Context: an optimization exercise on an open-source flow, tuned for small area and a short achievable clock period. The choices shown serve that exercise and are no tape-out recipe. Function was checked by simulation only, so behaviour that the tests miss may differ from the original. Power is estimated from default activity; no workload was simulated.

`flow/run.sh`:
```
#!/bin/bash
# synth_recipe.tcl (not shown) runs the flow's synth.tcl, then flattens the netlist and writes it again
# the make line also repeats each setting of config.mk as NAME=value (left out here)
make -C /OpenROAD-flow-scripts/flow DESIGN_CONFIG=/design/flow/config.mk WORK_HOME=/design/flow/orfs CLKGATE_MAP_FILE= SYNTH_SCRIPT=/design/flow/synth_recipe.tcl finish
```
`flow/config.mk`:
```
export PLATFORM = sky130hd
export DESIGN_NAME = counter_top
export DESIGN_NICKNAME = counter_top
export VERILOG_FILES = /design/flow/design.v
export SDC_FILE = /design/flow/constraint.sdc
export NUM_CORES = 4
export LEC_CHECK = 0
export CAP_MARGIN = 20
export CORE_MARGIN = 2
export CORE_UTILIZATION = 40
export SLEW_MARGIN = 20
```
`flow/constraint.sdc`:
```
create_clock -name core_clock -period 3.5 [get_ports {i_pclk}]
set_input_delay 0.7000 -clock core_clock [delete_from_list [all_inputs] [get_ports {i_pclk}]]
set_output_delay 0.7000 -clock core_clock [all_outputs]
set_load 0.01 [all_outputs]
```
`flow/design.v`:
```
`timescale 1ns/1ps
`default_nettype none
package cnt_pkg;
  localparam int CNT_NUM = 4;
  localparam int CNT_W   = 32;
  localparam int INTR_W  = 2 * CNT_NUM;
  localparam logic [31:0] ADDR_GLB_TRIG = 32'h00;
  localparam logic [31:0] ADDR_INTR_STS = 32'h04;
  localparam logic [31:0] ADDR_MASK_SET = 32'h08;
  localparam logic [31:0] ADDR_MASK_CLR = 32'h0C;
  localparam int TRIG_START_BIT = 0;
  localparam int TRIG_STOP_BIT  = 1;
  localparam int TRIG_CLEAR_BIT = 2;
  localparam logic [31:0] CH_BASE   = 32'h20;
  localparam logic [31:0] CH_STRIDE = 32'h10;
  localparam logic [3:0] OFS_CTRL    = 4'h0;
  localparam logic [3:0] OFS_TARGET  = 4'h4;
  localparam logic [3:0] OFS_COUNT   = 4'h8;
  localparam logic [3:0] OFS_CAPTURE = 4'hC;
  localparam int CTRL_EN_BIT    = 0;
  localparam int CTRL_EDGE_BIT  = 1;
  localparam int CTRL_OVWR_BIT  = 2;
  localparam int CTRL_START_BIT = 4;
  localparam int CTRL_STOP_BIT  = 5;
  localparam int CTRL_CLEAR_BIT = 6;
  localparam int CTRL_RUN_BIT   = 8;
  localparam int CTRL_FULL_BIT  = 9;
  typedef struct packed {
    logic             enable;
    logic             capture_edge;
    logic             overwrite;
    logic [CNT_W-1:0] target;
  } cnt_cfg_t;
  typedef struct packed {
    logic start;
    logic stop;
    logic clear;
  } cnt_trig_t;
  typedef struct packed {
    logic [CNT_W-1:0] count;
    logic [CNT_W-1:0] capture;
    logic             running;
    logic             cap_full;
    logic             cmp_evt;
    logic             cap_evt;
  } cnt_stat_t;
  typedef struct packed {
    logic              sts_clr_wr;
    logic              mask_set_wr;
    logic              mask_clr_wr;
    logic [INTR_W-1:0] data;
  } intr_wr_t;
endpackage
`default_nettype wire
`timescale 1ns/1ps
`default_nettype none
module cnt_apb_regs (
  input  logic                               i_pclk,
  input  logic                               i_prst_n,
  input  logic [31:0]                        i_paddr,
  input  logic [31:0]                        i_pwdata,
  input  logic                               i_pwrite,
  input  logic                               i_psel,
  input  logic                               i_penable,
  output logic [31:0]                        o_prdata,
  output logic [cnt_pkg::CNT_NUM-1:0]        o_cfg_enable,
  output logic [cnt_pkg::CNT_NUM-1:0]        o_cfg_edge,
  output logic [cnt_pkg::CNT_NUM-1:0]        o_cfg_ovwr,
  output logic [cnt_pkg::CNT_NUM*32-1:0]     o_cfg_target,
  output logic [cnt_pkg::CNT_NUM-1:0]        o_trig_start,
  output logic [cnt_pkg::CNT_NUM-1:0]        o_trig_stop,
  output logic [cnt_pkg::CNT_NUM-1:0]        o_trig_clear,
  output logic [cnt_pkg::CNT_NUM-1:0]        o_cap_read,
  output logic [cnt_pkg::CNT_NUM-1:0]        o_cnt_load,
  output logic [31:0]                        o_cnt_load_data,
  input  logic [cnt_pkg::CNT_NUM*32-1:0]     i_stat_count,
  input  logic [cnt_pkg::CNT_NUM*32-1:0]     i_stat_capture,
  input  logic [cnt_pkg::CNT_NUM-1:0]        i_stat_running,
  input  logic [cnt_pkg::CNT_NUM-1:0]        i_stat_cap_full,
  output cnt_pkg::intr_wr_t                  o_intr_wr,
  input  logic [cnt_pkg::INTR_W-1:0]         i_intr_sts,
  input  logic [cnt_pkg::INTR_W-1:0]         i_intr_mask
);
  logic        wr_en;
  logic        rd_en;
  logic [31:0] rdata_mux;
  logic [cnt_pkg::CNT_NUM-1:0]    en_q;
  logic [cnt_pkg::CNT_NUM-1:0]    edge_q;
  logic [cnt_pkg::CNT_NUM-1:0]    ovwr_q;
  logic [cnt_pkg::CNT_NUM*32-1:0] target_q;
  logic [cnt_pkg::CNT_NUM-1:0]    start_q;
  logic [cnt_pkg::CNT_NUM-1:0]    stop_q;
  logic [cnt_pkg::CNT_NUM-1:0]    clear_q;
  logic [cnt_pkg::CNT_NUM-1:0]    ch_sel;
  assign wr_en = i_psel & i_pwrite & ~i_penable;
  assign rd_en = i_psel & ~i_pwrite & ~i_penable;
  for (genvar n = 0; n < cnt_pkg::CNT_NUM; n++) begin : g_sel
    localparam logic [31:0] BASE = cnt_pkg::CH_BASE + n * cnt_pkg::CH_STRIDE;
    assign ch_sel[n] = (i_paddr[31:4] == BASE[31:4]);
  end
  assign o_intr_wr.sts_clr_wr  = wr_en && (i_paddr == cnt_pkg::ADDR_INTR_STS);
  assign o_intr_wr.mask_set_wr = wr_en && (i_paddr == cnt_pkg::ADDR_MASK_SET);
  assign o_intr_wr.mask_clr_wr = wr_en && (i_paddr == cnt_pkg::ADDR_MASK_CLR);
  assign o_intr_wr.data        = i_pwdata[cnt_pkg::INTR_W-1:0];
  always_comb begin
    for (int n = 0; n < cnt_pkg::CNT_NUM; n++) begin
      o_cap_read[n] = rd_en && ch_sel[n] &&
                      (i_paddr[3:0] == cnt_pkg::OFS_CAPTURE);
    end
  end
  always_comb begin
    for (int n = 0; n < cnt_pkg::CNT_NUM; n++) begin
      o_cnt_load[n] = wr_en && ch_sel[n] &&
                      (i_paddr[3:0] == cnt_pkg::OFS_COUNT);
    end
  end
  assign o_cnt_load_data = i_pwdata;
  always_ff @(posedge i_pclk or negedge i_prst_n) begin
    if (!i_prst_n) begin
      en_q     <= '0;
      edge_q   <= '0;
      ovwr_q   <= '0;
      target_q <= '0;
      start_q  <= '0;
      stop_q   <= '0;
      clear_q  <= '0;
    end else begin
      for (int n = 0; n < cnt_pkg::CNT_NUM; n++) begin
        start_q[n] <= 1'b0;
        stop_q[n]  <= 1'b0;
        clear_q[n] <= 1'b0;
        if (wr_en && ch_sel[n]) begin
          case (i_paddr[3:0])
            cnt_pkg::OFS_CTRL: begin
              en_q[n]   <= i_pwdata[cnt_pkg::CTRL_EN_BIT];
              edge_q[n] <= i_pwdata[cnt_pkg::CTRL_EDGE_BIT];
              ovwr_q[n] <= i_pwdata[cnt_pkg::CTRL_OVWR_BIT];
              start_q[n] <= i_pwdata[cnt_pkg::CTRL_START_BIT];
              stop_q[n]  <= i_pwdata[cnt_pkg::CTRL_STOP_BIT];
              clear_q[n] <= i_pwdata[cnt_pkg::CTRL_CLEAR_BIT];
            end
            cnt_pkg::OFS_TARGET: target_q[32*n +: 32] <= i_pwdata;
            default: ;
          endcase
        end
        if (wr_en && (i_paddr == cnt_pkg::ADDR_GLB_TRIG) && en_q[n]) begin
          start_q[n] <= i_pwdata[cnt_pkg::TRIG_START_BIT];
          stop_q[n]  <= i_pwdata[cnt_pkg::TRIG_STOP_BIT];
          clear_q[n] <= i_pwdata[cnt_pkg::TRIG_CLEAR_BIT];
        end
      end
    end
  end
  assign o_cfg_enable = en_q;
  assign o_cfg_edge   = edge_q;
  assign o_cfg_ovwr   = ovwr_q;
  assign o_cfg_target = target_q;
  assign o_trig_start = start_q;
  assign o_trig_stop  = stop_q;
  assign o_trig_clear = clear_q;
  always_comb begin
    rdata_mux = '0;
    case (i_paddr)
      cnt_pkg::ADDR_INTR_STS: rdata_mux[cnt_pkg::INTR_W-1:0] = i_intr_sts;
      cnt_pkg::ADDR_MASK_SET: rdata_mux[cnt_pkg::INTR_W-1:0] = i_intr_mask;
      default: ;
    endcase
    for (int n = 0; n < cnt_pkg::CNT_NUM; n++) begin
      if (ch_sel[n]) begin
        case (i_paddr[3:0])
          cnt_pkg::OFS_CTRL: begin
            rdata_mux[cnt_pkg::CTRL_EN_BIT]   = en_q[n];
            rdata_mux[cnt_pkg::CTRL_EDGE_BIT] = edge_q[n];
            rdata_mux[cnt_pkg::CTRL_OVWR_BIT] = ovwr_q[n];
            rdata_mux[cnt_pkg::CTRL_RUN_BIT]  = i_stat_running[n];
            rdata_mux[cnt_pkg::CTRL_FULL_BIT] = i_stat_cap_full[n];
          end
          cnt_pkg::OFS_TARGET:  rdata_mux = target_q[32*n +: 32];
          cnt_pkg::OFS_COUNT:   rdata_mux = i_stat_count[32*n +: 32];
          cnt_pkg::OFS_CAPTURE: rdata_mux = i_stat_capture[32*n +: 32];
          default: ;
        endcase
      end
    end
  end
  always_ff @(posedge i_pclk or negedge i_prst_n) begin
    if (!i_prst_n) begin
      o_prdata <= '0;
    end else if (rd_en) begin
      o_prdata <= rdata_mux;
    end
  end
endmodule
`default_nettype wire
`timescale 1ns/1ps
`default_nettype none
module cnt_channel (
  input  logic               i_pclk,
  input  logic               i_prst_n,
  input  logic               i_cfg_enable,
  input  logic               i_cfg_edge,
  input  logic               i_cfg_ovwr,
  input  logic [31:0]        i_cfg_target,
  input  logic               i_trig_start,
  input  logic               i_trig_stop,
  input  logic               i_trig_clear,
  input  logic               i_cap_read,
  input  logic               i_load,
  input  logic [31:0]        i_load_data,
  input  logic               i_din_a,
  output logic               o_dout_a,
  output logic               o_dout_a_oen,
  output logic [31:0]        o_stat_count,
  output logic [31:0]        o_stat_capture,
  output logic               o_stat_running,
  output logic               o_stat_cap_full,
  output logic               o_cmp_evt,
  output logic               o_cap_evt
);
  logic                      run_q;
  logic [cnt_pkg::CNT_W-1:0] cnt_q;
  logic [cnt_pkg::CNT_W-1:0] cap_q;
  logic                      cap_full_q;
  logic                      dout_q;
  logic                      cmp_evt_q;
  logic                      cap_evt_q;
  logic                      din_s1;
  logic                      din_s2;
  logic                      din_d;
  logic                      counting;
  logic                      cmp_hit;
  logic                      edge_hit;
  logic                      cap_take;
  assign counting = run_q & i_cfg_enable;
  assign cmp_hit  = counting & ~i_trig_clear & ~i_load & (cnt_q == i_cfg_target);
  always_ff @(posedge i_pclk or negedge i_prst_n) begin
    if (!i_prst_n) begin
      run_q <= 1'b0;
    end else if (i_trig_stop) begin
      run_q <= 1'b0;
    end else if (i_trig_start) begin
      run_q <= 1'b1;
    end
  end
  always_ff @(posedge i_pclk or negedge i_prst_n) begin
    if (!i_prst_n) begin
      cnt_q <= '0;
    end else if (i_trig_clear) begin
      cnt_q <= '0;
    end else if (i_load) begin
      cnt_q <= i_load_data;
    end else if (cmp_hit) begin
      cnt_q <= '0;
    end else if (counting) begin
      cnt_q <= cnt_q + 1'b1;
    end
  end
  always_ff @(posedge i_pclk or negedge i_prst_n) begin
    if (!i_prst_n) begin
      dout_q    <= 1'b0;
      cmp_evt_q <= 1'b0;
    end else begin
      dout_q    <= dout_q ^ cmp_hit;
      cmp_evt_q <= cmp_hit;
    end
  end
  always_ff @(posedge i_pclk or negedge i_prst_n) begin
    if (!i_prst_n) begin
      din_s1 <= 1'b0;
      din_s2 <= 1'b0;
      din_d  <= 1'b0;
    end else begin
      din_s1 <= i_din_a;
      din_s2 <= din_s1;
      din_d  <= din_s2;
    end
  end
  assign edge_hit = i_cfg_edge ? (din_d & ~din_s2) : (din_s2 & ~din_d);
  assign cap_take = i_cfg_enable & edge_hit & (~cap_full_q | i_cfg_ovwr);
  always_ff @(posedge i_pclk or negedge i_prst_n) begin
    if (!i_prst_n) begin
      cap_full_q <= 1'b0;
      cap_evt_q  <= 1'b0;
    end else begin
      cap_evt_q <= cap_take;
      if (cap_take) begin
        cap_full_q <= 1'b1;
      end else if (i_cap_read) begin
        cap_full_q <= 1'b0;
      end
    end
  end
  always_ff @(posedge i_pclk or negedge i_prst_n) begin
    if (!i_prst_n) begin
      cap_q <= '0;
    end else if (cap_take) begin
      cap_q <= cnt_q;
    end
  end
  assign o_dout_a     = dout_q;
  assign o_dout_a_oen = i_cfg_enable;
  assign o_stat_count = cnt_q;
  assign o_stat_capture = cap_q;
  assign o_stat_running = run_q;
  assign o_stat_cap_full = cap_full_q;
  assign o_cmp_evt = cmp_evt_q;
  assign o_cap_evt = cap_evt_q;
endmodule
`default_nettype wire
`timescale 1ns/1ps
`default_nettype none
module cnt_intr_ctrl (
  input  logic                       i_pclk,
  input  logic                       i_prst_n,
  input  logic [cnt_pkg::INTR_W-1:0] i_evt,
  input  cnt_pkg::intr_wr_t          i_wr,
  output logic [cnt_pkg::INTR_W-1:0] o_sts,
  output logic [cnt_pkg::INTR_W-1:0] o_mask,
  output logic                       o_int
);
  logic [cnt_pkg::INTR_W-1:0] sts_q;
  logic [cnt_pkg::INTR_W-1:0] mask_q;
  logic [cnt_pkg::INTR_W-1:0] sts_clr;
  logic                       int_q;
  assign sts_clr = i_wr.sts_clr_wr ? i_wr.data : '0;
  always_ff @(posedge i_pclk or negedge i_prst_n) begin
    if (!i_prst_n) begin
      sts_q <= '0;
    end else begin
      sts_q <= (sts_q & ~sts_clr) | i_evt;
    end
  end
  always_ff @(posedge i_pclk or negedge i_prst_n) begin
    if (!i_prst_n) begin
      mask_q <= '0;
    end else if (i_wr.mask_set_wr) begin
      mask_q <= mask_q | i_wr.data;
    end else if (i_wr.mask_clr_wr) begin
      mask_q <= mask_q & ~i_wr.data;
    end
  end
  always_ff @(posedge i_pclk or negedge i_prst_n) begin
    if (!i_prst_n) begin
      int_q <= 1'b0;
    end else begin
      int_q <= |(sts_q & mask_q);
    end
  end
  assign o_sts  = sts_q;
  assign o_mask = mask_q;
  assign o_int  = int_q;
endmodule
`default_nettype wire
`timescale 1ns/1ps
`default_nettype none
module counter_top (
  input  logic                        i_pclk,
  input  logic                        i_prst_n,
  input  logic [31:0]                 i_paddr,
  input  logic [31:0]                 i_pwdata,
  input  logic                        i_pwrite,
  input  logic                        i_psel,
  input  logic                        i_penable,
  output logic [31:0]                 o_prdata,
  input  logic [cnt_pkg::CNT_NUM-1:0] i_extern_din_a,
  output logic [cnt_pkg::CNT_NUM-1:0] o_extern_dout_a,
  output logic [cnt_pkg::CNT_NUM-1:0] o_extern_dout_a_oen,
  output logic                        o_int
);
  logic [cnt_pkg::CNT_NUM-1:0]    cfg_enable;
  logic [cnt_pkg::CNT_NUM-1:0]    cfg_edge;
  logic [cnt_pkg::CNT_NUM-1:0]    cfg_ovwr;
  logic [cnt_pkg::CNT_NUM*32-1:0] cfg_target;
  logic [cnt_pkg::CNT_NUM-1:0]    trig_start;
  logic [cnt_pkg::CNT_NUM-1:0]    trig_stop;
  logic [cnt_pkg::CNT_NUM-1:0]    trig_clear;
  logic [cnt_pkg::CNT_NUM*32-1:0] stat_count;
  logic [cnt_pkg::CNT_NUM*32-1:0] stat_capture;
  logic [cnt_pkg::CNT_NUM-1:0]    stat_running;
  logic [cnt_pkg::CNT_NUM-1:0]    stat_cap_full;
  logic [cnt_pkg::CNT_NUM-1:0]    cap_read;
  logic [cnt_pkg::CNT_NUM-1:0]    cnt_load;
  logic [31:0]                    cnt_load_data;
  cnt_pkg::intr_wr_t              intr_wr;
  logic [cnt_pkg::INTR_W-1:0]     intr_sts;
  logic [cnt_pkg::INTR_W-1:0]     intr_mask;
  logic [cnt_pkg::INTR_W-1:0]     intr_evt;
  cnt_apb_regs u_regs (
    .i_pclk          (i_pclk),
    .i_prst_n        (i_prst_n),
    .i_paddr         (i_paddr),
    .i_pwdata        (i_pwdata),
    .i_pwrite        (i_pwrite),
    .i_psel          (i_psel),
    .i_penable       (i_penable),
    .o_prdata        (o_prdata),
    .o_cfg_enable    (cfg_enable),
    .o_cfg_edge      (cfg_edge),
    .o_cfg_ovwr      (cfg_ovwr),
    .o_cfg_target    (cfg_target),
    .o_trig_start    (trig_start),
    .o_trig_stop     (trig_stop),
    .o_trig_clear    (trig_clear),
    .o_cap_read      (cap_read),
    .o_cnt_load      (cnt_load),
    .o_cnt_load_data (cnt_load_data),
    .i_stat_count    (stat_count),
    .i_stat_capture  (stat_capture),
    .i_stat_running  (stat_running),
    .i_stat_cap_full (stat_cap_full),
    .o_intr_wr       (intr_wr),
    .i_intr_sts      (intr_sts),
    .i_intr_mask     (intr_mask)
  );
  for (genvar n = 0; n < cnt_pkg::CNT_NUM; n++) begin : g_ch
    cnt_channel u_ch (
      .i_pclk         (i_pclk),
      .i_prst_n       (i_prst_n),
      .i_cfg_enable   (cfg_enable[n]),
      .i_cfg_edge     (cfg_edge[n]),
      .i_cfg_ovwr     (cfg_ovwr[n]),
      .i_cfg_target   (cfg_target[32*n +: 32]),
      .i_trig_start   (trig_start[n]),
      .i_trig_stop    (trig_stop[n]),
      .i_trig_clear   (trig_clear[n]),
      .i_cap_read     (cap_read[n]),
      .i_load         (cnt_load[n]),
      .i_load_data    (cnt_load_data),
      .i_din_a        (i_extern_din_a[n]),
      .o_dout_a       (o_extern_dout_a[n]),
      .o_dout_a_oen   (o_extern_dout_a_oen[n]),
      .o_stat_count   (stat_count[32*n +: 32]),
      .o_stat_capture (stat_capture[32*n +: 32]),
      .o_stat_running (stat_running[n]),
      .o_stat_cap_full(stat_cap_full[n]),
      .o_cmp_evt      (intr_evt[2*n]),
      .o_cap_evt      (intr_evt[2*n+1])
    );
  end
  cnt_intr_ctrl u_intr (
    .i_pclk   (i_pclk),
    .i_prst_n (i_prst_n),
    .i_evt    (intr_evt),
    .i_wr     (intr_wr),
    .o_sts    (intr_sts),
    .o_mask   (intr_mask),
    .o_int    (o_int)
  );
endmodule
`default_nettype wire
```
==> notes.md <==
-- Yosys cell counts, drive strengths merged, types with 16 or more instances --
library cell  number
xor2             108
dfrtp            489
nand3             97
nor4              58
a22o              43
clkbuf           188
xnor2             47
a22oi            126
and4              20
a21o              29
a211oi            23
mux4              19
or3               16
and3              27
nor3              53
nand4             48
o21ai            167
o22ai             40
and2              22
buf               52
inv               46
nand2            391
mux2             291
a21oi             67
nor2             148
-- layout make-up --
class,count,area [um^2],share of cell area
Antenna cell,3,7.51,0.000233
Clock buffer,85,1630,0.0507
Clock inverter,17,218,0.00676
Inverter,47,176,0.00548
Multi-Input combinational cell,2023,13900,0.432
Sequential cell,489,12200,0.380
Tap cell,873,1090,0.0339
Timing Repair Buffer,301,2930,0.0912
-- registers in the layout (all words and copies together) (netlist names), 8 cells and up, named ones only --
name	flops
g_ch.u_ch.cap_q	128
g_ch.u_ch.cnt_q	128
u_intr.sts_q	8
u_regs.o_prdata	32
u_regs.target_q	128
-- final timing paths --
kind / cells past startpoint / slack [ps] / end
setup / recovery: 6 / 470 / g_ch[2].u_ch.cnt_q[1]
hold / removal: 1 / 60 / g_ch[2].u_ch.dout_q
setup reg to reg: 6 / 470 / g_ch[2].u_ch.cnt_q[1]
hold reg to reg: 0 / 350 / g_ch[0].u_ch.din_s2
max in group asynchronous: 2 / 2490 / g_ch[3].u_ch.cnt_q[16]
min in group core_clock: 0 / 350 / g_ch[0].u_ch.din_s2
-- through the flow --
stage / instances / instance area (um^2)
floorplan: 2799 / 27200
global placement: 3733 / 30300
detailed placement: 3733 / 30300
CTS: 3835 / 32200
global route: 3835 / 32200
finish: 3838 / 32200
-- worst max-delay path: stages (launching register included) --
cell,delay [ps]
dfrtp_1,540
and3b_1,490
nand4_1,140
nor4_1,300
nand4_1,530
a21oi_1,680
o21ai_0,210
-- power by group through the flow --
stage / Combinational, uW / Sequential [uW] / Clock (uW)
detailed placement: 678 / 5800 / 0
CTS: 680 / 5700 / 6070
floorplan: 156 / 5800 / 0
global route: 713 / 5700 / 6310
global placement: 676 / 5800 / 0
finish: 679 / 5700 / 6010
-- per-layer routing --
layer	share of wire	vias up	global-route usage	wire, um
li1	-	10380	-	-
met1	0.42	12280	0.425	45600
met2	0.46	1170	0.489	50000
met3	0.086	221	0.0600	9350
met4	0.038	2	0.111	4150
met5	0.00011	-	0	12
-- logic make-up (layout without fill, tap and decap cells) --
group / Yosys count / in the layout / synth area share
flip-flops: 489 / 489 / 0.449
AND/OR/NAND/NOR: 935 / 935 / 0.166
XOR/XNOR: 155 / 155 / 0.0499
multiplexers: 315 / 315 / 0.138
AO/OA/AOI/OAI: 614 / 614 / 0.152
buffers and inverters: 287 / 450 / 0.0428
adder cells (fa/ha/maj): 4 / 4 / 0.00184
other: 0 / 3 / 0
==> impl_metrics.env <==
export IMPL_drt_total_wl_mm=109
export IMPL_fmax_ghz=0.330
export IMPL_die_area_mm2=0.0702
export IMPL_ys_seq_elements=489
export IMPL_final_common_cell="dfrtp_1"
export IMPL_tightestPinTransition_ps=1190
export IMPL_nNetsFinal=2994
export IMPL_maxSlewViolCount=0
export IMPL_grt_pass1_wl_mm=162
export IMPL_post_place_ws_ps=-99.7
export IMPL_vdd_drop_max_mv=0.445
export IMPL_yosysWarningCount=3
export IMPL_synth_nets=2876
export IMPL_final_hold_viol_count=0
export IMPL_rows=95
export IMPL_maxCapViolCount=0
export IMPL_intPower_uw=9380
export IMPL_wl_per_cell_um=28.4
export IMPL_first_pass_iters=7
export IMPL_combPwrFrac=0.055
export IMPL_grt_use_total=0.310
export IMPL_switching_share=0.243
export IMPL_h_tree_depth=2
export IMPL_drt_iter0_drc=2609
export IMPL_status="complete, no violations"
export IMPL_grt_pass1_vias=23474
export IMPL_end_kind="flip-flop"
export IMPL_cts_setup_buffers=0
export IMPL_pwr_share_seq=0.460
export IMPL_synth_top_area_frac=0.449
export IMPL_cp_startpoint="u_regs.clear_q[2]"
export IMPL_clock_skew_ps=26.2
export IMPL_cts_tree="done"
export IMPL_initial_core_util=0.405
export IMPL_layout_drive_gt1_share=0.210
export IMPL_ioPinCount=114
export IMPL_clockBufferDepth=3
export IMPL_mappedNetlistArea_mm2=0.0272
export IMPL_synthArstFlopShare=1.00
export IMPL_syn_inst=2799
export IMPL_grt_ovfl_total=0
export IMPL_crit_fanout=11
export IMPL_place_port_buffers=113
export IMPL_cts_hold_buffers=0
export IMPL_critPathKind="reg -> reg"
export IMPL_synth_area_leaders="dfrtp_1 45%, mux2_2 12%, nand2_1 5.4%"
export IMPL_yosysTopAreaCell="dfrtp_1"
export IMPL_cts_buffers=55
export IMPL_worstSetupStartpointType="flip-flop"
export IMPL_worstPathArrival_ps=3500
export IMPL_power_uw=12400
export IMPL_synth_distinct_cells=77
export IMPL_via_per_inst=6.27
export IMPL_fin_util=0.478
export IMPL_synth_edf_count=0
export IMPL_drc_errors=0
export IMPL_syn_to_final_growth_pct=18.2
export IMPL_synth_ff_type="dfrtp_1"
export IMPL_period_needed_ps=3030
export IMPL_setup_ws_ps=472
export IMPL_clkTransAtPathRegs_ps=70
export IMPL_clk_latency_ps=630
export IMPL_root_buffer="clkbuf_16"
export IMPL_dp_hpwl_mm=78.6
export IMPL_required_ps=3970
export IMPL_vias=24053
export IMPL_cts_sinks=489
export IMPL_core_area_mm2=0.0673
export IMPL_antenna_found_initial=8
export IMPL_setup_violations=0
export IMPL_fin_tns_setup_ps=0
export IMPL_gp_congestion=0.945
export IMPL_power_density_mw_per_mm2=385
export IMPL_yosysSeqAreaShare=0.449
export IMPL_worstReg2RegStart="u_regs.clear_q[2]"
export IMPL_power_leakage_uw=0.0145
export IMPL_cts_resized=0
export IMPL_period_share=0.865
export IMPL_grt_max_degree=82
export IMPL_ant_nets=0
export IMPL_rsz0062_at_grt="no"
export IMPL_final_cell_mix="489 x dfrtp_1, 390 x nand2_1, 291 x mux2_2"
export IMPL_whs_ps=56.7
export IMPL_die_w_um=265
export IMPL_fill_cells=6318
export IMPL_worstHoldPathType="in -> async"
export IMPL_fp_dieH_um=265
export IMPL_relSlewSlack=0.201
export IMPL_syn_avg_cell_area_um2=9.73
export IMPL_pwr_share_clk=0.485
export IMPL_power_switching_uw=3010

==> port drivers added, routing unchanged <==
In the flow no input, the clock included, has a driving cell. The finished layout below was timed again as built, in two steps.
Step 1 sets driving cells, clkbuf_16 on the clock port and buf_2 on the other inputs (assumed; they add their load-dependent delay and slew).
Step 2 adds t to the input delays and takes it off the output delays; t is the mean of the earliest and latest rising clock arrival at the registers after step 1. Input paths then give back, and output paths get back, about the clock's delay inside the block.
Slacks: ideal ports / drivers / drivers and shift; pairs: ideal ports / drivers.
shift t [ns]: 0.679
setup WS [ns]: 0.472 / 0.472 / -0.081
hold WS [ns]: 0.057 / 0.043 / 0.347
clock arrival spread, ns: 0.027 / 0.027
cell pins on the clock port's net: 1
With both steps, setup timing fails in this run, where it was met with ideal ports. For this run, drivers alone change the setup slack by 0.000 ns; drivers and shift together by -0.553 ns.
